Background: an optimization exercise with open tools, aiming at small area, a short achievable clock period and few clock cycles per item. Do not read the settings as production practice.
In this exercise RTL edits were held to simulation tests only and were not proved equivalent to the original.
No activity file was given, so power comes from the tool's default toggle rates.

## priority_ordered_ready_ring_top
module priority_ordered_ready_ring_top (
  input  logic                          clk,
  input  logic                          rst,
  input  logic                          in_valid,
  output logic                          in_stall,
  input  logic [1:0]                    command,
  input  logic [orr_pkg::ID_BITS-1:0]   thread_id,
  input  logic [orr_pkg::PRIO_BITS-1:0] priority_req,
  output logic                          out_valid,
  input  logic                          out_stall,
  output logic [1:0]                    status,
  output logic [orr_pkg::ID_BITS-1:0]   current_id,
  output logic                          current_valid
);
  logic                          move;
  logic                          exec;
  logic [1:0]                    cmd_q;
  logic [orr_pkg::ID_BITS-1:0]   id_q;
  logic [orr_pkg::PRIO_BITS-1:0] prio_q;
  logic [1:0]                    res_status;
  logic [orr_pkg::ID_BITS-1:0]   res_id;
  logic                          res_valid;
  logic [orr_pkg::ID_BITS-1:0]   cur_id;
  logic                          cur_valid;
  orr_ctrl u_ctrl (
    .clk           (clk),
  ...
For scale: roughly 2500 cells after synthesis, ~390 flip-flops, ~22000 µm² of cells after synthesis.
Settings: LEC_CHECK=0, CAP_MARGIN=20, CORE_MARGIN=2, CORE_UTILIZATION=55, CTS_BUF_LIST=sky130_fd_sc_hd__clkbuf_4 sky130_fd_sc_hd__clkbuf_8, SETUP_SLACK_MARGIN=3.4, SLEW_MARGIN=20; clock period 6.0 ns.
run.sh (not shown) runs the stock make flow with config.mk's settings and CLKGATE_MAP_FILE= SYNTH_SCRIPT=/design/flow/synth_recipe.tcl, a recipe that flattens the netlist after the stock synthesis.
Testbench counts at the start, summed over its fixed seeds: cycles 24,024, items 24,000.
Change:
--- a/flow/design.v
+++ b/flow/design.v
@@ -136,44 +136,31 @@
   logic [N-1:0]         valid_nx, mark_nx;
   logic [N-1:0]         hit_e;
   logic                 mark_hit, mark_last, any_mark;
   logic                 do_add, do_rem, do_sched;
   logic [N-1:0]         sel_new, sel_up, sel_dn, sel_hold;
   logic [N-1:0]         mark_sched;
   logic [IW-1:0]        sched_id;
-  logic [N:0][PW-1:0] le_a, le_d, le_hi;
-  logic [N:0]         le_any;
-  always_comb begin
-    for (int i = 0; i <= N; i++) begin
-      le_a[i] = (i == N) ? prio_e : slot_prio[(i == N) ? 0 : i];
-      le_d[i] = le_a[i] ^ prio_q;
-      for (int k = 0; k < PW; k++) begin
-        le_hi[i][k] = 1'b1;
-        for (int j = k + 1; j < PW; j++) le_hi[i][k] = le_hi[i][k] & !le_d[i][j];
-      end
-      le_any[i] = |(le_a[i] & ~prio_q & le_hi[i]);
-    end
-  end
   always_comb begin
     for (int i = 0; i < N; i++) begin
       hit_r[i] = slot_valid[i] && (slot_id[i] == id_q);
-      le_r[i]  = slot_valid[i] && !le_any[i];
+      le_r[i]  = slot_valid[i] && (slot_prio[i] <= prio_q);
     end
   end
   logic [N-1:0] hp1, hp2, hp3;
   always_comb begin
     for (int i = 0; i < N; i++) begin
       hp1[i]  = hit_r[i] | ((i >= 1) ? hit_r[(i >= 1) ? i-1 : 0] : 1'b0);
       hp2[i]  = hp1[i]   | ((i >= 2) ? hp1[(i >= 2) ? i-2 : 0]   : 1'b0);
       hp3[i]  = hp2[i]   | ((i >= 4) ? hp2[(i >= 4) ? i-4 : 0]   : 1'b0);
       hp_r[i] = hp3[i]   | ((i >= 8) ? hp3[(i >= 8) ? i-8 : 0]   : 1'b0);
     end
   end
   assign same_id = (id_e == id_q);
-  assign same_le = !le_any[N];
+  assign same_le = (prio_e <= prio_q);
   always_comb begin
     for (int i = 0; i < N; i++) begin
       hp_f[i] = !(do_rem && same_id) &&
                 ((sel_hold[i] && hp_r[i]) ||
                  ((sel_new[i] || sel_up[i]) && (same_id || ((i != 0) && hp_r[(i == 0) ? 0 : i-1]))) ||
                  (sel_dn[i] && hp_r[(i == N-1) ? N-1 : i+1]));
       le_f[i] = (sel_hold[i] && le_r[i]) || (sel_new[i] && same_le) ||
Clock skew rises by 0.022 ns.
Non-clock buffer count falls by 6.
Worst setup slack improved by 0.15 ns.
First-iteration DRC count rises by 15%.
Total power rises by 5.6%.
Design area rises by about 1%.
Critical path depth falls by 2.
Routed wire length rises by 9.0%.
Global-route usage rises by 2.2 points.
Area after synthesis rises by 2.0%.
Combinational power rises by 14%.
Testbench counts after the change, summed over its fixed seeds: cycles 24,024, items 24,000.

[separate check: timing with driven ports]
No port has a modelled driver above. Below, the same layouts with a new extraction and two added sets of constraints. Step 1, drivers: a clkbuf_16 drives clk and a buf_2 each remaining input, both assumed. Step 2 adds t to the input delays and takes it off the output delays; t is the mean of the earliest and latest rising clock arrival at the registers after step 1. Input paths then give back, and output paths get back, about the clock's delay inside the block. Three values: no drivers, after step 1, after step 2; two values: the first two.
run	t (ns)	setup WS [ns]	latest minus earliest clock arrival (ns)
the first run	0.690	3.274 / 3.274 / 3.274	0.029 / 0.030
the second run	0.720	3.423 / 3.423 / 3.423	0.050 / 0.050
After both steps every run listed still meets setup and hold.
